Context: an optimization exercise on an open-source flow, tuned for small area. The choices shown serve that exercise and are no tape-out recipe.
The RTL was checked by simulation tests, not by an equivalence proof against the original design.
The flow treats the clock pin as an ideal source, which a real chip does not have.
Power figures rest on the tool's default switching activity, not on a simulated workload.

`flow/design.v`:
```
package cpu_pkg;
    typedef logic [32-1:0] word_t;
    typedef struct packed {
        word_t                  addr;
        word_t                  wdata;
        logic [32/8-1:0] wstrb;
        logic                   write;
        logic                   read;
    } mem_req_t;
    typedef struct packed {
        logic       valid;
        logic       wen;
        logic [4:0] waddr;
        word_t      wdata;
        word_t      pc;
    } retire_t;
endpackage
module cpu_regfile (
    input  logic       clk,
    input  logic [4:0] raddr1,
    input  logic [4:0] raddr2,
    output logic       rbit1,
    output logic       rbit2,
    input  logic       wen,
    input  logic [4:0] waddr,
    input  logic       wbit
);
    logic [31:0] regs [1:31];
    logic [31:0] lsb;
    assign lsb[0] = 1'b0;
    genvar r;
    generate
        for (r = 1; r < 32; r++) begin : g_reg
            always_ff @(posedge clk) begin
                regs[r] <= {(wen && waddr == r) ? wbit : regs[r][0], regs[r][31:1]};
            end
            assign lsb[r] = regs[r][0];
        end
    endgenerate
    assign rbit1 = lsb[raddr1];
    assign rbit2 = lsb[raddr2];
endmodule
module cpu_core (
    input  logic              clk,
    input  logic              rst,
    output cpu_pkg::word_t    pc,
    output logic              inst_req_valid,
    input  logic              inst_req_ready,
    input  cpu_pkg::word_t    instruction,
    input  logic              inst_valid,
    output logic              inst_ready,
    output cpu_pkg::mem_req_t mem_req,
    input  logic              mem_req_ready,
    input  cpu_pkg::word_t    read_data,
    input  logic              read_data_valid,
    output logic              read_data_ready,
    output cpu_pkg::retire_t  retire
);
    localparam logic [3:0] W_FETCH  = 4'd0;    
    localparam logic [3:0] W_LDREQ  = 4'd1;    
    localparam logic [3:0] W_LD     = 4'd2;    
    localparam logic [3:0] W_ST     = 4'd3;    
    localparam logic [3:0] W_STDONE = 4'd4;    
    localparam logic [3:0] M_BOOT   = 4'd6;
    localparam logic [3:0] M_EX1    = 4'd7;
    localparam logic [3:0] M_SLT2   = 4'd8;
    localparam logic [3:0] M_SH2    = 4'd9;
    localparam logic [3:0] M_SH3    = 4'd10;
    localparam logic [3:0] M_LD2    = 4'd11;
    localparam logic [3:0] M_ST2    = 4'd12;
    localparam logic [3:0] M_RD2    = 4'd13;
    logic [4:0]  ph;
    logic        ph0;
    logic        ph2;
    logic        ph31;
    logic [3:0]  st;
    logic [3:0]  mode_start;
    logic [3:0]  mode;
    logic        req_q;
    logic        ipc_inc4;
    assign ph0  = (ph == 5'd0);
    assign ph2  = (ph == 5'd2);
    assign ph31 = (ph == 5'd31);
    logic [31:0] ir;
    logic [6:0]  opc;
    logic [2:0]  f3;
    logic        is_op, is_opi, is_alu, is_lui, is_jal, is_br, is_lw, is_sw;
    logic        is_shift, is_slt, reg_write, is_sub, use_imm;
    assign ir        = instruction;
    assign opc       = ir[6:0];
    assign f3        = ir[14:12];
    assign is_op     = (opc == 7'b0110011);
    assign is_opi    = (opc == 7'b0010011);
    assign is_alu    = is_op | is_opi;
    assign is_lui    = (opc == 7'b0110111);
    assign is_jal    = (opc == 7'b1101111);
    assign is_br     = (opc == 7'b1100011);
    assign is_lw     = (opc == 7'b0000011) && (f3 == 3'b010);
    assign is_sw     = (opc == 7'b0100011) && (f3 == 3'b010);
    assign is_shift  = is_alu && (f3[1:0] == 2'b01);
    assign is_slt    = is_alu && (f3[2:1] == 2'b01);
    assign reg_write = is_alu | is_lui | is_jal | is_lw;
    assign is_sub    = (is_op && f3 == 3'b000 && ir[30]) | is_br | is_slt;
    assign use_imm   = is_opi | is_lw | is_sw | is_lui;
    logic [31:0] imm;
    always_comb begin
        if (opc == 7'b0100011)
            imm = {{20{ir[31]}}, ir[31:25], ir[11:7]};
        else if (is_br)
            imm = {{19{ir[31]}}, ir[31], ir[7], ir[30:25], ir[11:8], 1'b0};
        else if (is_jal)
            imm = {{11{ir[31]}}, ir[31], ir[19:12], ir[20], ir[30:21], 1'b0};
        else if (is_lui)
            imm = {ir[31:12], 12'b0};
        else
            imm = {{20{ir[31]}}, ir[31:20]};
    end
    logic imm_bit;
    assign imm_bit = imm[ph];
    always_comb begin
        case (st)
            W_FETCH:  mode_start = inst_valid ? M_EX1 : W_FETCH;
            W_LD:     mode_start = read_data_valid ? M_LD2 : W_LD;
            W_ST:     mode_start = mem_req_ready ? M_ST2 : W_ST;
            W_STDONE: mode_start = M_ST2;
            default:  mode_start = st;
        endcase
    end
    assign mode = ph0 ? mode_start : st;
    logic m_boot, m_ex1, m_slt2, m_sh2, m_sh3, m_ld2, m_st2, m_rd2;
    assign m_boot = (mode == M_BOOT);
    assign m_ex1  = (mode == M_EX1);
    assign m_slt2 = (mode == M_SLT2);
    assign m_sh2  = (mode == M_SH2);
    assign m_sh3  = (mode == M_SH3);
    assign m_ld2  = (mode == M_LD2);
    assign m_st2  = (mode == M_ST2);
    assign m_rd2  = (mode == M_RD2);
    logic rs1_bit, rs2_bit, rf_wen, wbit;
    cpu_regfile u_regfile (
        .clk    (clk),
        .raddr1 (ir[19:15]),
        .raddr2 (ir[24:20]),
        .rbit1  (rs1_bit),
        .rbit2  (rs2_bit),
        .wen    (rf_wen),
        .waddr  (ir[11:7]),
        .wbit   (wbit)
    );
    logic [31:0] ipc;
    logic        ipc_c, ipc_a, ipc_add, ipc_ci, ipc_sum;
    assign ipc_a   = m_boot ? 1'b0 : ipc[0];
    assign ipc_add = m_ex1 ? (ipc_inc4 & ph2) : (m_rd2 & imm_bit);
    assign ipc_ci  = ph0 ? 1'b0 : ipc_c;
    assign ipc_sum = ipc_a ^ ipc_add ^ ipc_ci;
    always_ff @(posedge clk) begin
        ipc   <= {ipc_sum, ipc[31:1]};
        ipc_c <= (ipc_a & ipc_add) | (ipc_a & ipc_ci) | (ipc_add & ipc_ci);
    end
    logic a, b_raw, b, cin, sum, cout, alu_c, alu_out;
    logic eq_q, eq, lt, ltu, taken, redirect, lt_q;
    logic [4:0] s_reg;
    assign a     = is_jal ? ipc_sum : (is_lui ? 1'b0 : rs1_bit);
    assign b_raw = is_jal ? ph2 : (use_imm ? imm_bit : rs2_bit);
    assign b     = b_raw ^ is_sub;
    assign cin   = ph0 ? is_sub : alu_c;
    assign sum   = a ^ b ^ cin;
    assign cout  = (a & b) | (a & cin) | (b & cin);
    always_comb begin
        alu_out = sum;
        if (is_alu) begin
            case (f3)
                3'b100:  alu_out = a ^ b_raw;
                3'b110:  alu_out = a | b_raw;
                3'b111:  alu_out = a & b_raw;
                default: alu_out = sum;
            endcase
        end
    end
    assign ltu = ~cout;
    assign lt  = (a ^ b_raw) ? a : ltu;
    assign eq  = eq_q & ~(a ^ b_raw);
    always_comb begin
        case (f3)
            3'b000:  taken = eq;
            3'b001:  taken = ~eq;
            3'b100:  taken = lt;
            3'b101:  taken = ~lt;
            3'b110:  taken = ltu;
            3'b111:  taken = ~ltu;
            default: taken = 1'b0;
        endcase
    end
    assign redirect = is_jal | (is_br & taken);
    always_ff @(posedge clk) begin
        alu_c <= cout;
        eq_q  <= (ph0 | eq_q) & ~(a ^ b_raw);
        if (m_ex1 && ph31) begin
            lt_q   <= f3[0] ? ltu : lt;
        end
        if (m_ex1 && ph < 5'd5) begin
            s_reg <= {b_raw, s_reg[4:1]};
        end
    end
    logic [31:0] t;
    logic        sll, lt_s, sh_out, t_en, t_in;
    assign sll    = ~f3[2];
    assign lt_s   = (ph < s_reg);
    assign sh_out = (sll & lt_s) ? 1'b0 : t[0];
    always_comb begin
        if (m_slt2)
            wbit = ph0 & lt_q;
        else if (m_sh3)
            wbit = sh_out;
        else if (m_ld2)
            wbit = read_data[ph];
        else
            wbit = alu_out;
    end
    assign rf_wen = (m_ex1 & ((is_alu & ~is_shift & ~is_slt) | is_lui | is_jal)) |
                    m_slt2 | m_sh3 | m_ld2;
    assign t_en = m_ex1 | m_slt2 | m_sh3 | m_ld2 | (m_sh2 & (sll ^ lt_s));
    always_comb begin
        if (m_ex1)
            t_in = is_sw ? rs2_bit : (is_shift ? rs1_bit : alu_out);
        else if (m_sh2)
            t_in = sll ? t[0] : (ir[30] & t[31]);
        else
            t_in = wbit;
    end
    always_ff @(posedge clk) begin
        if (t_en) t <= {t_in, t[31:1]};
    end
    logic [31:2] preg;
    logic        p_c, p_add, p_ci, p_sum, pbit, pwe, p31;
    assign p_add = ph2 & ~m_rd2 & ~m_boot;
    assign p_ci  = ph0 ? 1'b0 : p_c;
    assign p_sum = ipc_sum ^ p_add ^ p_ci;
    assign pbit  = (m_ex1 & (is_lw | is_sw)) ? sum : p_sum;
    assign pwe   = m_ex1 | m_ld2 | m_st2 | m_rd2 | m_boot;
    assign p31   = (ph31 & pwe) ? pbit : preg[31];
    always_ff @(posedge clk) begin
        p_c <= (ipc_sum & p_add) | (ipc_sum & p_ci) | (p_add & p_ci);
    end
    genvar gi;
    generate
        for (gi = 2; gi < 32; gi++) begin : g_preg
            always_ff @(posedge clk) begin
                if (pwe && ph == gi) preg[gi] <= pbit;
            end
        end
    endgenerate
    logic done_now, req_now, ret_now, rdreq_now;
    assign done_now  = ph31 & ((m_ex1 & ~(is_slt | is_shift | is_lw | is_sw | redirect)) |
                               m_slt2 | m_sh3 | m_ld2 | m_st2 | m_rd2);
    assign ret_now   = ph31 & ((m_ex1 & ~(is_slt | is_shift | is_lw | is_sw)) |
                               m_slt2 | m_sh3 | m_ld2 | m_st2);
    assign req_now   = done_now | (ph31 & m_boot);
    assign rdreq_now = ph31 & m_ex1 & is_lw;
    assign inst_req_valid  = req_now | req_q;
    assign inst_ready      = done_now;
    assign read_data_ready = ph31 & m_ld2;
    assign pc              = {p31, preg[30:2], 2'b00};
    assign mem_req.addr  = {p31, preg[30:2], 2'b00};
    assign mem_req.wdata = t;
    assign mem_req.wstrb = '1;
    assign mem_req.read  = rdreq_now | (st == W_LDREQ);
    assign mem_req.write = (st == W_ST);
    assign retire.valid = ret_now;
    assign retire.wen   = reg_write;
    assign retire.waddr = ir[11:7];
    assign retire.wdata = {wbit, t[31:1]};
    assign retire.pc    = {ipc_sum, ipc[31:1]};
    always_ff @(posedge clk) begin
        if (rst) begin
            ph       <= 5'd0;
            st       <= M_BOOT;
            req_q    <= 1'b0;
            ipc_inc4 <= 1'b0;
        end else begin
            ph    <= ph + 5'd1;
            req_q <= inst_req_valid & ~inst_req_ready;
            if (done_now) ipc_inc4 <= ~m_rd2;
            if (ph31) begin
                case (mode)
                    M_EX1: begin
                        if (is_slt)        st <= M_SLT2;
                        else if (is_shift) st <= M_SH2;
                        else if (is_lw)    st <= mem_req_ready ? W_LD : W_LDREQ;
                        else if (is_sw)    st <= W_ST;
                        else if (redirect) st <= M_RD2;
                        else               st <= W_FETCH;
                    end
                    M_SH2:   st <= M_SH3;
                    M_BOOT, M_SLT2, M_SH3, M_LD2, M_ST2, M_RD2: st <= W_FETCH;
                    W_LDREQ: if (mem_req_ready) st <= W_LD;
                    W_ST:    if (mem_req_ready) st <= W_STDONE;
                    default: ;
                endcase
            end else if (ph0) begin
                st <= mode;
                if (mode == W_LDREQ && mem_req_ready) st <= W_LD;
            end else begin
                if (st == W_LDREQ && mem_req_ready) st <= W_LD;
                if (st == W_ST && mem_req_ready)    st <= W_STDONE;
            end
        end
    end
endmodule
module cpu_top (
    input  logic        clk,
    input  logic        rst,
    output logic [31:0] pc,
    output logic        inst_req_valid,
    input  logic        inst_req_ready,
    input  logic [31:0] instruction,
    input  logic        inst_valid,
    output logic        inst_ready,
    output logic [31:0] mem_addr,
    output logic [31:0] mem_wdata,
    output logic [3:0]  mem_wstrb,
    output logic        mem_write,
    output logic        mem_read,
    input  logic        mem_req_ready,
    input  logic [31:0] read_data,
    input  logic        read_data_valid,
    output logic        read_data_ready,
    output logic        retire_valid,
    output logic        retire_wen,
    output logic [4:0]  retire_waddr,
    output logic [31:0] retire_wdata,
    output logic [31:0] retire_pc
);
    cpu_pkg::mem_req_t mem_req;
    cpu_pkg::retire_t  retire;
    cpu_core u_core (
        .clk             (clk),
        .rst             (rst),
        .pc              (pc),
        .inst_req_valid  (inst_req_valid),
        .inst_req_ready  (inst_req_ready),
        .instruction     (instruction),
        .inst_valid      (inst_valid),
        .inst_ready      (inst_ready),
        .mem_req         (mem_req),
        .mem_req_ready   (mem_req_ready),
        .read_data       (read_data),
        .read_data_valid (read_data_valid),
        .read_data_ready (read_data_ready),
        .retire          (retire)
    );
    assign mem_addr     = mem_req.addr;
    assign mem_wdata    = mem_req.wdata;
    assign mem_wstrb    = mem_req.wstrb;
    assign mem_write    = mem_req.write;
    assign mem_read     = mem_req.read;
    assign retire_valid = retire.valid;
    assign retire_wen   = retire.wen;
    assign retire_waddr = retire.waddr;
    assign retire_wdata = retire.wdata;
    assign retire_pc    = retire.pc;
endmodule
```
`flow/flow/run.sh`:
```
#!/bin/bash
# The standard layout (standard.sh), with two changes:
#  - port buffers use sky130_fd_sc_hd__buf_1 instead of the default choice
#  - the clock tree uses clkbuf_4 cells in small clusters and no dummy loads
# Every tool's output goes to the logs under orfs/logs; make's own output to standard.log.
export BUFFER_PORTS_ARGS="-buffer_cell sky130_fd_sc_hd__buf_1"
export CTS_ARGS="-sink_clustering_enable -repair_clock_nets -dont_use_dummy_load -buf_list sky130_fd_sc_hd__clkbuf_8 -sink_clustering_size 20 -sink_clustering_max_diameter 60"
bash standard.sh > standard.log 2>&1
```
`flow/standard.sh`:
```
#!/bin/bash
# synth_recipe.tcl (not shown) runs the flow's synth.tcl, then flattens the netlist and writes it again
# the make line also repeats each setting of config.mk as NAME=value (left out here)
make -C /OpenROAD-flow-scripts/flow DESIGN_CONFIG=/design/flow/config.mk WORK_HOME=/design/flow/orfs CLKGATE_MAP_FILE= SYNTH_SCRIPT=/design/flow/synth_recipe.tcl "${@:-finish}"
```
`flow/config.mk`:
```
export PLATFORM = sky130hd
export DESIGN_NAME = cpu_top
export DESIGN_NICKNAME = cpu_top
export VERILOG_FILES = /design/flow/design.v
export SDC_FILE = /design/flow/constraint.sdc
export NUM_CORES = 4
export LEC_CHECK = 0
export CAP_MARGIN = 20
export CORE_MARGIN = 2
export CORE_UTILIZATION = 65
export SLEW_MARGIN = 20
```
`flow/constraint.sdc`:
```
create_clock -name core_clock -period 8.0 [get_ports {clk}]
set_input_delay 1.6000 -clock core_clock [delete_from_list [all_inputs] [get_ports {clk}]]
set_output_delay 1.6000 -clock core_clock [all_outputs]
set_load 0.01 [all_outputs]
```
==> results of run 1 <==
==> kinds of logic after synthesis <==
kind of cell | Yosys count | synth area share, %
mux | 80 | 4.17
simple gates | 248 | 4.54
xor+xnor | 5 | 0.159
fa+ha+maj | 16 | 0.807
other cells | 2 | 0.0272
flops | 1107 | 82.8
compound gates | 120 | 2.98
buf+inv | 197 | 4.56
==> synthesized netlist by cell type, types with 8 or more instances <==
library cell	count	share of area, %
nand3_1	14	0.25
edfxtp_1	68	7.4
nor2_1	66	0.90
a21oi_1	28	0.51
and3_1	11	0.25
mux2_2	9	0.37
dfxtp_1	1039	75
o21ai_0	20	0.36
a31oi_1	12	0.27
and2_1	8	0.18
nand2_1	76	1.0
mux4_2	24	2.0
buf_4	137	3.7
nor3_1	16	0.29
nor2b_1	9	0.20
mux2i_1	19	0.69
inv_1	26	0.35
ha_1	13	0.59
clkbuf_1	26	0.35
mux2_1	27	1.1
==> layout make-up <==
cell class,instances,area [sq um],area share [%]
antenna,8,20.0,0.0680
clock buffer,68,936,3.18
inverter,26,97.6,0.331
multi-input combinational,477,3610,12.3
sequential,1107,22800,77.6
tap,539,674,2.29
timing repair buffer,287,1260,4.30
==> timing repair <==
action	4_1_cts	5_1_grt
setup buffers	0	2
endpoints found under the hold margin	0	0
hold buffers	0	0
setup endpoints to repair	0	3
gates resized for setup	0	18
==> critical path, delay by kind of cell <==
family	cells	cell delay, ps
xor gates and xnor gates	1	200
adders and majority gates	2	1080
AOI/OAI and AO/OA	9	1230
and+or+nand+nor	8	1460
buffers and inverters	4	540
==> worst paths after layout <==
| path | start | to | slack [ps] |
|---|---|---|---|
| max | instruction[0] | inst_ready | 270 |
| max reg2reg | u_core.ph[1] | u_core.st[2] | 2230 |
| min reg2reg | u_core.u_regfile.regs[17][28] | u_core.u_regfile.regs[17][27] | 260 |
| min | u_core.u_regfile.regs[17][28] | u_core.u_regfile.regs[17][27] | 260 |
==> through the flow <==
step	TNS [ps]	std cells
6_report	0	2512
4_1_cts	0	2502
2_1_floorplan	0	1781
3_5_place_dp	0	2434
3_3_place_gp	0	2434
5_1_grt	-5.94	2507
==> metal layers <==
| layer | share of wire (%) | track usage, % | wire length (um) |
|---|---|---|---|
| met5 | 0.12 | 0 | 56 |
| met4 | 5.0 | 11.6 | 2320 |
| met3 | 5.5 | 4.80 | 2550 |
| met2 | 46 | 33.7 | 21300 |
| met1 | 44 | 27.8 | 20500 |
==> power groups by stage <==
stage | logic [uW] | registers [uW] | clock network, uW
after floorplan | 300 | 5840 | 0
after global placement | 451 | 5860 | 0
after detailed placement | 452 | 5860 | 0
after CTS | 454 | 5730 | 2320
after global routing | 499 | 5740 | 2490
final | 462 | 5730 | 2240
==> cells in the final DEF, fill, tap and decap left out, drive strengths merged, types with 3 or more instances in the layout <==
cell,netlist,layout
a211oi,5,5
a21oi,28,28
a221oi,3,3
a311oi,3,3
a31oi,12,12
a41oi,3,3
and2,8,8
and3,12,12
buf,145,287
clkbuf,26,68
conb,2,8
dfxtp,1039,1039
diode,0,8
edfxtp,68,68
fa,3,3
ha,13,13
inv,26,26
mux2,37,37
mux2i,19,19
mux4,24,24
nand2,76,76
nand2b,8,8
nand3,14,14
nand3b,5,5
nand4,3,3
nor2,69,69
nor2b,9,9
nor3,17,17
nor3b,5,5
nor4,3,3
o2111ai,3,3
o211ai,5,5
o21a,5,5
o21ai,23,23
o31ai,4,4
or2,5,5
or3,6,6
xnor2,3,3
==> reports/metrics.yaml, run 1 <==
global_routing:
  grt_pass1_vias: 12269
  grt_pass1_wl_um: 70000
  grt_max_degree: 33
  grt_overflow_total: 0
  antenna_found_initial: 9
  grtUsageTotal_pct: 21.4
power:
  seqPwrFrac_pct: 67.9
  irDropWorstVdd_mv: 0.210
  pwr-share-clk_pct: 26.6
  power_uw: 8440
  p_per_area_nw_per_um2: 286
  leakage_uw: 0.0115
  p_int_uw: 6580
  netSwitchingFraction_pct: 21.9
  p_sw_uw: 1850
  p_comb_share_pct: 5.5
sta:
  period_minus_slack_ps: 7730
  hold_viol_final: 0
  hold_ws_ps: 263
  worstMarginPinSlew_ps: 1130
  setup_slack_ps: 270
  slew_violations: 0
  setup_violations: 0
  slew_headroom_pct: 24.3
  fin_crit_sh_pct: 96.6
  finalClockSkew_ps: 86.2
  max_freq_ghz: 0.129
placed_design:
  place_ws_ps: 15.2
  gp_congestion: 0.880
  placed_area_sq_um: 28400
  io_buffer_count: 237
  post-dp-hpwl_um: 32400
run:
  max_cap_violations: 0
final_layout:
  nets: 2053
  drive_gt1_share_pct: 9.36
  post-route-util_pct: 70.2
  final_cell_area_sq_um: 29400
  regMostFlops: "u_core.u_regfile.regs"
  syn_to_final_growth_pct: 6.69
  fillers: 2696
  largest_register_ffs: 992
  top_regs: "u_core.u_regfile.regs: 992 flops, u_core.ipc: 32 flops, u_core.t: 32 flops"
routing:
  drc_errors: 0
  ant_nets: 0
  dr.first_iter.drc_count: 937
  routed_wl_um: 46700
  via_per_inst: 4.98
  avgRoutedWirePerCell_um: 18.6
  drt-pass1-iter-count: 5
  dr_total_vias: 12507
clock_network:
  cts_buffers: 68
  clock_path_buffers: 3
  cts_sinks: 1107
  clk_pin_slew_ps: 100
  clk_latency_ps: 660
  cts_tree: "built"
  clock-root-buffer: "clkbuf_8"
  htreeDepth: 3
yosys:
  synth-main-ff-cell: "dfxtp_1"
  avgSynthCellArea_sq_um: 15.6
  synth_enable_flop_cells: 68
  synth_seq_cells: 1107
  ys_seq_area_share_pct: 82.8
  ys_warn_count: 3
  synth_area_sq_um: 27600
  synthArstFlopShare_pct: 0
  syn_inst: 1775
  synth_cell_types: 78
die:
  num_io_pins: 246
  start_util_pct: 65.8
  dieHeight_um: 210
  die_x_um: 210
  core_area_sq_um: 41900
  dieArea_sq_um: 44100
  rows: 75
critical_path:
  worstPathMaxFanout: 6
  cp-start-kind: "input pin"
  crit_type: "in -> out"
  cp.arrival_ps: 6130
  crit_required_ps: 6400
  worst_r2r_path_depth: 23
  critPathMaxStageDelay_ps: 610
  end_kind: "output pin"
  critical-path-slowest-cell: "fa_2"
  path_cells: "buf_1, nor4bb_2, and2_2, nand2_1, a41oi_1, and4_1, o311ai_2, nand2_1, a32oi_2, fa_2, nor2_2, a21oi_4, inv_1, fa_1, xor2_1, nor2_1, a21oi_1, o211ai_1, a211oi_1, buf_4, o21ai_1, o31ai_2, and2_1, buf_1"
min_path:
  hold_depth: 0
  hp-class: "reg -> reg"
status:
  status: "finished clean"
==> run 2: changes to the inputs <==
==> flow/flow/run.sh (replaced) <==
#!/bin/bash
# The standard layout (standard.sh, standard synthesis unchanged) with:
#  - port buffers of sky130_fd_sc_hd__buf_1
#  - a clock tree of clkbuf_8 clusters (up to 24 sinks, 70 um) without dummy loads
#  - after CTS, flow/fix_clk.tcl upsizes any clock buffer whose flip-flop clock
#    pins would see too large a slew, and legalizes the placement again
# Each step writes its own log in this folder (ORFS's own logs are under orfs/logs).
set -euo pipefail
export BUFFER_PORTS_ARGS="-buffer_cell sky130_fd_sc_hd__buf_1"
export CTS_ARGS="-sink_clustering_enable -repair_clock_nets -dont_use_dummy_load -buf_list sky130_fd_sc_hd__clkbuf_8 -sink_clustering_size 24 -sink_clustering_max_diameter 70"
bash standard.sh cts > standard_cts.log 2>&1
R=orfs/results/sky130hd/cpu_top/base
FIX_IN=$R/4_cts.odb FIX_SDC=$R/4_cts.sdc FIX_OUT=$R/4_cts.odb FIX_TARGET=0.110 \
  openroad -no_init -exit flow/fix_clk.tcl > fix_clk.log 2>&1
bash standard.sh > standard_finish.log 2>&1
==> flow/flow/fix_clk.tcl (new file) <==
# Upsize clock buffers that drive flip-flop clock pins with too large a slew,
# then legalize the placement. Usage: openroad -exit fix_clk.tcl with env
# FIX_IN (odb), FIX_SDC, FIX_OUT (odb), FIX_TARGET (ns)
read_liberty $::env(FLOW_HOME)/platforms/sky130hd/lib/sky130_fd_sc_hd__tt_025C_1v80.lib
read_db $::env(FIX_IN)
read_sdc $::env(FIX_SDC)
source $::env(FLOW_HOME)/platforms/sky130hd/setRC.tcl
estimate_parasitics -placement
set target $::env(FIX_TARGET)
array set next {
  sky130_fd_sc_hd__clkbuf_1 sky130_fd_sc_hd__clkbuf_2
  sky130_fd_sc_hd__clkbuf_2 sky130_fd_sc_hd__clkbuf_4
  sky130_fd_sc_hd__clkbuf_4 sky130_fd_sc_hd__clkbuf_8
  sky130_fd_sc_hd__clkbuf_8 sky130_fd_sc_hd__clkbuf_16
}
proc max_clk_slew {} {
  set mx 0
  set worst {}
  foreach inst [get_cells *] {
    set ref [get_property $inst ref_name]
    if {[string match "*__*df*" $ref]} {
      set pin [get_pins -of_objects $inst -filter "name==CLK"]
      foreach rf {rise fall} {
        set s [get_property $pin slew_max_$rf]
        if {$s > $mx} {set mx $s}
      }
    }
  }
  return $mx
}
set target_hit 0
for {set round 0} {$round < 4 && !$target_hit} {incr round} {
  for {set it 0} {$it < 8} {incr it} {
    set bad [dict create]
    foreach inst [get_cells *] {
      set ref [get_property $inst ref_name]
      if {![string match "*__*df*" $ref]} continue
      set pin [get_pins -of_objects $inst -filter "name==CLK"]
      set s [expr max([get_property $pin slew_max_rise],[get_property $pin slew_max_fall])]
      if {$s > $target} {
        set net [get_nets -of_objects $pin]
        foreach p [get_pins -of_objects $net] {
          if {[get_property $p direction] == "output"} {
            dict set bad [get_full_name [get_cells -of_objects $p]] 1
          }
        }
      }
    }
    puts "round $round iteration $it: max slew [max_clk_slew], buffers to upsize: [dict size $bad]"
    if {[dict size $bad] == 0} break
    foreach name [dict keys $bad] {
      set inst [get_cells $name]
      set ref [get_property $inst ref_name]
      if {[info exists next($ref)]} {
        puts "  $name: $ref -> $next($ref)"
        replace_cell $inst $next($ref)
      }
    }
    estimate_parasitics -placement
  }
  detailed_placement
  check_placement
  estimate_parasitics -placement
  set mx [max_clk_slew]
  puts "round $round after legalization max slew $mx"
  if {$mx <= $target + 0.002} {set target_hit 1}
}
write_db $::env(FIX_OUT)
==> run 2 against run 1 <==
  * Routed wire length is 5.3% higher
  * Highest routed layer unchanged
  * Register-to-register slack improved by 180 ps
  * Non-clock buffer count did not move
  * Clock skew up 65 ps
  * Sequential power hardly changed
  * Area after synthesis unchanged
  * Via count decreased by 0.26%
  * Sequential share of layout area down 0.83 points
  * Combinational power is essentially flat
==> reports/metrics.yaml, run 2 <==
final_layout:
  drive_gt1_share_pct: 8.76  # -0.60 points
  syn_to_final_growth_pct: 7.85
  regMostFlops: "u_core.u_regfile.regs"
  largest_register_ffs: 992  # unchanged
  fillers: 2585  # -4.1%
  top_regs: "u_core.u_regfile.regs: 992 flops, u_core.ipc: 32 flops, u_core.t: 32 flops"
  final_cell_mix: "1,039 x dfxtp_1, 236 x buf_1, 75 x nand2_1"
  layout_commonest_cell: "dfxtp_1"
  nets: 2039  # -0.68%
sta:
  fin_crit_sh_pct: 97.1  # +0.43 points
  finalClockSkew_ps: 151  # +64.9 ps
  setup_violations: 0  # unchanged
  hold_viol_final: 0  # unchanged
  rsz0062_at_grt: "no"
  period_minus_slack_ps: 7760  # +34.2 ps
  slew_headroom_pct: 24.9  # +0.64 points
  slew_violations: 0  # unchanged
  max_freq_ghz: 0.129  # -0.44%
  worstMarginPinSlew_ps: 1120  # -9.60 ps
  finalSetupTns_ps: 0  # unchanged
routing:
  drc_errors: 0  # unchanged
  routed-wl-met3_um: 2490  # -2.3%
  routed_wl_um: 49200  # +5.3%
  via_per_inst: 5.00  # +0.46%
  top_layer_used: "met5"
  dr.first_iter.drc_count: 902  # -3.7%
  ant_nets: 0  # unchanged
  wl_met2_um: 23300  # +9.5%
  avgRoutedWirePerCell_um: 19.7  # +6.1%
  drt-pass1-iter-count: 4  # -1
  wl_met1_um: 21100  # +3.1%
  dr_total_vias: 12475  # -0.26%
critical_path:
  end_kind: "output pin"
  rrSetupSlack_ps: 2410  # +180 ps
  cp-start-kind: "input pin"
  crit_type: "in -> out"
  r2r_end: "u_core.st[2]"
  critical-path-slowest-cell: "fa_2"
  crit_required_ps: 6400  # about the same
  worst_r2r_path_depth: 24  # +4.3%
  worstPathMaxFanout: 6  # unchanged
  critPathMaxStageDelay_ps: 620  # about the same
  path_cells: "buf_1, nor4bb_2, and2_2, nand2_1, a41oi_1, and4_1, o311ai_2, nand2_1, a32oi_2, fa_2, nor2_4, a21oi_4, inv_1, fa_1, xor2_1, nor2_1, a21oi_1, o211ai_1, a211oi_1, buf_4, o21ai_1, o31ai_2, and2_1, buf_1"
  r2r-start: "u_core.ph[1]"
  cp.arrival_ps: 6160  # +30 ps
yosys:
  synth.area.top_cells: "dfxtp_1 75%, edfxtp_1 7.4%, buf_4 3.7%, mux4_2 2.0%, mux2_1 1.1%"
  synth_top_cell_by_area: "dfxtp_1"
  syn_inst: 1775  # unchanged
  synth.most_common_cell: "dfxtp_1"
  ys_warn_count: 3  # unchanged
  netlist.area_leader.share_pct: 75.4  # unchanged
  avgSynthCellArea_sq_um: 15.6  # unchanged
  synth_area_sq_um: 27600  # unchanged
  synth_enable_flop_cells: 68  # unchanged
  synthArstFlopShare_pct: 0  # unchanged
  synth_common_cells: "1,039 x dfxtp_1, 137 x buf_4, 76 x nand2_1"
  ys_seq_area_share_pct: 82.8  # unchanged
  synth_cell_types: 78  # unchanged
  synth_seq_cells: 1107  # unchanged
  synth-main-ff-cell: "dfxtp_1"
power:
  leakage_uw: 0.0117  # +1.2%
  power_uw: 8820  # +4.6%
  p_per_area_nw_per_um2: 296  # +3.5%
  irDropWorstVdd_mv: 0.241  # +15%
clock_network:
  clk_latency_ps: 780  # +120 ps
  clock-root-buffer: "clkbuf_8"
  cts_sinks: 1107  # unchanged
  cts_tree: "built"
  clk_pin_slew_ps: 90  # about the same
  cts_buffers: 54  # -21%
  clock_path_buffers: 3  # unchanged
  htreeDepth: 2  # -1
global_routing:
  grtUsageTotal_pct: 22.5  # +1.1 points
  grt_pass1_wl_um: 73600  # +5.1%
  antenna_found_initial: 7  # -2
  grt_overflow_total: 0  # unchanged
  grt_pass1_vias: 12536  # +2.2%
  grt_max_degree: 33  # unchanged
placed_design:
  post-dp-hpwl_um: 32400  # unchanged
  gp_congestion: 0.880  # unchanged
  io_buffer_count: 237  # unchanged
min_path:
  hold_depth: 0  # unchanged
  whs_endpoint: "u_core.u_regfile.regs[17][27]"
  min_from: "u_core.u_regfile.regs[17][28]"
  hp-class: "reg -> reg"
die:
  num_io_pins: 246  # unchanged
  start_util_pct: 65.8  # unchanged
  rows: 75  # unchanged
  die_x_um: 210  # unchanged
  dieArea_sq_um: 44100  # unchanged
  core_area_sq_um: 41900  # unchanged
  dieHeight_um: 210  # unchanged
run:
  max_cap_violations: 0  # unchanged
status:
  status: "finished clean"
==> run 2: repair_timing <==
action	4_1_cts	5_1_grt
setup buffers	0	2
hold buffers	0	0
hold endpoints to repair	0	0
resized for setup	0	20
setup endpoints to repair	0	3
==> run 2: how the worst max path moves through the flow <==
stage / startpoint / endpoint / slack (ps) / cells past startpoint
6_report: instruction[0] / inst_ready / 240 / 24
5_1_grt: instruction[2] / inst_ready / 3 / 24
4_1_cts: instruction[3] / inst_ready / 0.9 / 24
3_5_place_dp: instruction[6] / inst_ready / 20 / 24
3_3_place_gp: instruction[3] / inst_ready / 50 / 24
2_1_floorplan: instruction[6] / mem_addr[31] / 540 / 16
==> run 2: where the power goes <==
part / total (uW) / switching [uW] / internal (uW)
clock network: 2630 / 1530 / 1100
registers: 5730 / 70.0 / 5660
logic: 465 / 309 / 156
total: 8820 / 1910 / 6910
==> run 2: per-layer routing <==
layer | global-route usage (%) | vias up
met3 | 4.42 | 119
met4 | 10.8 | 10
li1 | - | 6013
met5 | 0 | -
met2 | 37.2 | 369
met1 | 28.7 | 5964
==> run 2: kinds of logic after synthesis <==
kind of cell	after synthesis	synth area share [%]
mux	80	4.17
flops	1107	82.8
simple gates	248	4.54
other cells	2	0.0272
compound gates	120	2.98
buf+inv	197	4.56
fa+ha+maj	16	0.807
xor+xnor	5	0.159
==> run 2: per-stage QoR <==
stage	instance area [sq um]	util [%]	worst slack [ps]	std cells	hold slack, ps
finish	29800	71.0	236	2494	228
global route	29800	70.9	2.94	2491	237
CTS	29100	69.5	0.925	2488	232
detailed placement	28400	67.7	15.2	2434	312
global placement	28400	67.7	51.6	2434	310
floorplan	27600	-	541	1781	310
==> run 2: critical path: cells and delay by family <==
kind / cells / cell delay, ps
fa+ha+maj: 2 / 1080
xor+xnor: 1 / 200
buf+inv: 4 / 540
compound gates: 9 / 1260
simple gates: 8 / 1470
==> run 2: layout make-up <==
cell class / instances / area [sq um] / area share, %
inverters: 26 / 97.6 / 0.328
diodes: 4 / 10.0 / 0.0336
repair buffers: 287 / 1270 / 4.25
flip-flops and latches: 1107 / 22800 / 76.7
well taps: 539 / 674 / 2.27
clock buffers: 54 / 1260 / 4.24
multi-input cells: 477 / 3620 / 12.1
==> run 3: changes to the inputs <==
==> flow/flow/run.sh (replaced) <==
#!/bin/bash
# The standard layout (standard.sh, standard synthesis unchanged) with:
#  - port buffers of sky130_fd_sc_hd__buf_1
#  - a clock tree of clkbuf_8 clusters (up to 20 sinks, 60 um) without dummy loads
#  - after CTS, flow/fix_clk.tcl upsizes any clock buffer whose flip-flop clock
#    pins would see too large a slew, and legalizes the placement again
# Each step writes its own log in this folder (ORFS's own logs are under orfs/logs).
set -euo pipefail
export BUFFER_PORTS_ARGS="-buffer_cell sky130_fd_sc_hd__buf_1"
export CTS_ARGS="-sink_clustering_enable -repair_clock_nets -dont_use_dummy_load -buf_list sky130_fd_sc_hd__clkbuf_8 -sink_clustering_size 20 -sink_clustering_max_diameter 60"
bash standard.sh cts > standard_cts.log 2>&1
R=orfs/results/sky130hd/cpu_top/base
FIX_IN=$R/4_cts.odb FIX_SDC=$R/4_cts.sdc FIX_OUT=$R/4_cts.odb FIX_TARGET=0.110 \
  openroad -no_init -exit flow/fix_clk.tcl > fix_clk.log 2>&1
bash standard.sh > standard_finish.log 2>&1
==> run 3 against run 2 <==
  * Still clean
  * Critical endpoint unchanged
  * Combinational power hardly changed
  * Via count is 1.9% higher
  * Core utilization is 0.087 points higher
  * Power is 1.3% higher
  * Routed wire length is 8.1% higher
  * Non-clock buffer count stayed put
==> reports/metrics.yaml, run 3 <==
status:
  status: "finished clean"
yosys:
  synth_enable_flop_cells: 68  # unchanged
  synth_seq_cells: 1107  # unchanged
  ys_warn_count: 3  # unchanged
  synth-simple-area-share_pct: 4.54  # unchanged
  synth_compound_area_share_pct: 2.98  # unchanged
  avgSynthCellArea_sq_um: 15.6  # unchanged
  synth_top_family_by_area: "buffers and inverters"
  synth.most_common_cell: "dfxtp_1"
  yosys.area_share.xor_xnor_pct: 0.159  # unchanged
  synth_cell_types: 78  # unchanged
  synth_common_cells: "1,039 x dfxtp_1, 137 x buf_4, 76 x nand2_1"
  synthMuxAreaShare_pct: 4.17  # unchanged
  synth-adder-area-share_pct: 0.807  # unchanged
  synthArstFlopShare_pct: 0  # unchanged
  synth.area.top_cells: "dfxtp_1 75%, edfxtp_1 7.4%, buf_4 3.7%, mux4_2 2.0%, mux2_1 1.1%"
  netlist.area_leader.share_pct: 75.4  # unchanged
  ys_seq_area_share_pct: 82.8  # unchanged
  synth-main-ff-cell: "dfxtp_1"
  synth_top_cell_by_area: "dfxtp_1"
  synth_area_sq_um: 27600  # unchanged
  syn_inst: 1775  # unchanged
routing:
  dr_total_vias: 12712  # +1.9%
  drc_errors: 0  # unchanged
  avgRoutedWirePerCell_um: 21.2  # +7.4%
  dr.first_iter.drc_count: 946  # +4.9%
  ant_nets: 0  # unchanged
  via_per_inst: 5.06  # +1.3%
  drt-pass1-iter-count: 5  # +1
  routed_wl_um: 53100  # +8.1%
sta:
  slew_headroom_pct: 25.6  # +0.67 points
  period_minus_slack_ps: 7760  # -7.48 ps
  slew_violations: 0  # unchanged
  finalClockSkew_ps: 125  # -25.8 ps
  setup_slack_ps: 243  # +7.48 ps
  max_freq_ghz: 0.129  # about the same
  setup_violations: 0  # unchanged
  fin_crit_sh_pct: 97.0  # about the same
  hold_viol_final: 0  # unchanged
  worstMarginPinSlew_ps: 1110  # -9.95 ps
global_routing:
  grt_pass1_vias: 12931  # +3.2%
  grt_max_degree: 33  # unchanged
  grt_pass1_wl_um: 78600  # +6.8%
  grt_overflow_total: 0  # unchanged
  antenna_found_initial: 14  # +7
  grtUsageTotal_pct: 24.4  # +1.9 points
final_layout:
  layout_commonest_cell: "dfxtp_1"
  nets: 2053  # +0.69%
  fillers: 2581  # -0.15%
  drive_gt1_share_pct: 9.36  # +0.60 points
  register_area_sq_um: 22800  # unchanged
  top_regs: "u_core.u_regfile.regs: 992 flops, u_core.ipc: 32 flops, u_core.t: 32 flops"
  largest_register_ffs: 992  # unchanged
  multi_input_area_sq_um: 3610  # about the same
  syn_to_final_growth_pct: 7.98
  final_cell_mix: "1,039 x dfxtp_1, 237 x buf_1, 75 x nand2_1"
  regMostFlops: "u_core.u_regfile.regs"
clock_network:
  htreeDepth: 3  # +1
  clock_path_buffers: 3  # unchanged
  clock-root-buffer: "clkbuf_8"
  cts_hold_buf: 0  # unchanged
  cts_buffers: 68  # +26%
  clk_latency_ps: 710  # -70 ps
  cts_tree: "built"
  cts_sinks: 1107  # unchanged
  clk_pin_slew_ps: 100  # about the same
placed_design:
  place_ws_ps: 15.2  # unchanged
  gp_congestion: 0.880  # unchanged
  post-dp-hpwl_um: 32400  # unchanged
  io_buffer_count: 237  # unchanged
power:
  pwr-share-clk_pct: 30.7  # +0.9 points
  p_comb_share_pct: 5.2  # about the same
  netSwitchingFraction_pct: 22.4  # +0.80 points
  p_sw_uw: 2000  # +5.0%
  p_per_area_nw_per_um2: 300  # +1.1%
  irDropWorstVdd_mv: 0.272  # +13%
  leakage_uw: 0.0117  # +0.20%
  power_uw: 8930  # +1.3%
  p_int_uw: 6930  # +0.23%
  seqPwrFrac_pct: 64.1  # -0.8 points
critical_path:
  r2r_end: "u_core.st[2]"
  worstPathMaxFanout: 6  # unchanged
  cp-start-kind: "input pin"
  r2r-start: "u_core.ph[1]"
  crit_family: "simple AND/OR/NAND/NOR gates"
  crit_type: "in -> out"
  critPathBufInv: 4  # unchanged
  cp.arrival_ps: 6160  # about the same
  end_kind: "output pin"
  crit_required_ps: 6400  # about the same
  critPathMaxStageDelay_ps: 610  # about the same
  worst_r2r_path_depth: 23  # -4.2%
  rrSetupSlack_ps: 2270  # -140 ps
  critical-path-slowest-cell: "fa_2"
  path_cells: "buf_1, nor4bb_2, and2_2, nand2_1, a41oi_1, and4_1, o311ai_2, nand2_1, a32oi_2, fa_2, nor2_2, a21oi_4, inv_1, fa_1, xor2_1, nor2_1, a21oi_1, o211ai_1, a211oi_1, buf_4, o21ai_1, o31ai_2, and2_1, buf_1"
die:
  num_io_pins: 246  # unchanged
  core_area_sq_um: 41900  # unchanged
  die_x_um: 210  # unchanged
  start_util_pct: 65.8  # unchanged
  dieHeight_um: 210  # unchanged
  dieArea_sq_um: 44100  # unchanged
  rows: 75  # unchanged
min_path:
  hp-class: "reg -> reg"
  min_from: "u_core.u_regfile.regs[17][28]"
  hold_depth: 0  # unchanged
  whs_endpoint: "u_core.u_regfile.regs[17][27]"
run:
  max_cap_violations: 0  # unchanged
[run 3: cell counts after synthesis]
Identical to the previous run, type by type.
[run 3: worst max path at each step]
stage,from,end,depth (start not counted)
5_1_grt,instruction[0],inst_ready,24
3_3_place_gp,instruction[3],inst_ready,24
4_1_cts,instruction[3],inst_ready,24
2_1_floorplan,instruction[6],mem_addr[31],16
3_5_place_dp,instruction[6],inst_ready,24
6_report,instruction[0],inst_ready,24
[run 3: through the flow]
stage | util, % | instances | TNS (ps) | hold WS [ps] | area [sq um]
floorplan | - | 1781 | 0 | 310 | 27600
global placement | 67.7 | 2434 | 0 | 310 | 28400
global route | 71.0 | 2506 | -6.06 | 253 | 29800
detailed placement | 67.7 | 2434 | 0 | 312 | 28400
finish | 71.1 | 2510 | 0 | 261 | 29800
CTS | 69.9 | 2502 | 0 | 264 | 29300
[run 3: final cells by class]
| cell class | count | area share (%) |
|---|---|---|
| sequential | 1107 | 76.6 |
| multi-input combinational | 477 | 12.1 |
| clock buffer | 68 | 4.35 |
| timing repair buffer | 287 | 4.24 |
| tap | 539 | 2.26 |
| inverter | 26 | 0.327 |
| antenna | 6 | 0.0504 |
[run 3: cell families (layout without fill, tap and decap cells)]
family / count (synthesis) / in the layout
flops: 1107 / 1107
xor+xnor: 5 / 5
fa+ha+maj: 16 / 16
buf+inv: 197 / 381
compound gates: 120 / 120
mux: 80 / 80
simple gates: 248 / 248
other cells: 2 / 14
[run 3: power by group through the flow]
| stage | registers, uW | clock network (uW) | logic [uW] |
|---|---|---|---|
| floorplan | 5840 | 0 | 300 |
| global placement | 5860 | 0 | 451 |
| CTS | 5730 | 2320 | 454 |
| finish | 5730 | 2740 | 462 |
| detailed placement | 5860 | 0 | 452 |
| global route | 5730 | 2970 | 500 |
[run 3: per-layer routing]
metal  track usage, %  up-vias  routed length (um)
met5                0        -                  55
met4             11.7        8                2290
met3             4.89      120                2590
met2             41.3      395               26100
met1             30.3     6154               22100
li1                 -     6035                   -
[run 3: timing repair]
| item | CTS | global route |
|---|---|---|
| endpoints found under the setup margin | 0 | 3 |
| buffers inserted | 0 | 2 |
| resized for setup | 0 | 18 |

afterwards: timing with drivers on the ports:
How much do the figures lean on ideal ports? The routed layouts below were timed once more, with nothing changed but the port constraints. Step 1 assumes that a clkbuf_16 drives the clock port and a buf_2 every other input. Step 2, shift: input delay + t, output delay - t, t = (earliest + latest rising clock arrival at the registers) / 2. This alone moves slack from input paths to output paths. Three values: ideal, step 1, step 2; two values: the first two.
| run | t, ns | slack for setup (ns) | latest minus earliest clock arrival (ns) |
|---|---|---|---|
| run 1 | 0.664 | 0.270 / 0.247 / 0.247 | 0.101 / 0.101 |
| run 2 | 0.757 | 0.236 / 0.212 / 0.212 | 0.152 / 0.152 |
| run 3 | 0.706 | 0.243 / 0.220 / 0.220 | 0.147 / 0.147 |
After both steps setup and hold are still met in every run listed. The setup slack of run 2, which loses most, moves by -0.024 ns with the drivers and by -0.024 ns with both steps.
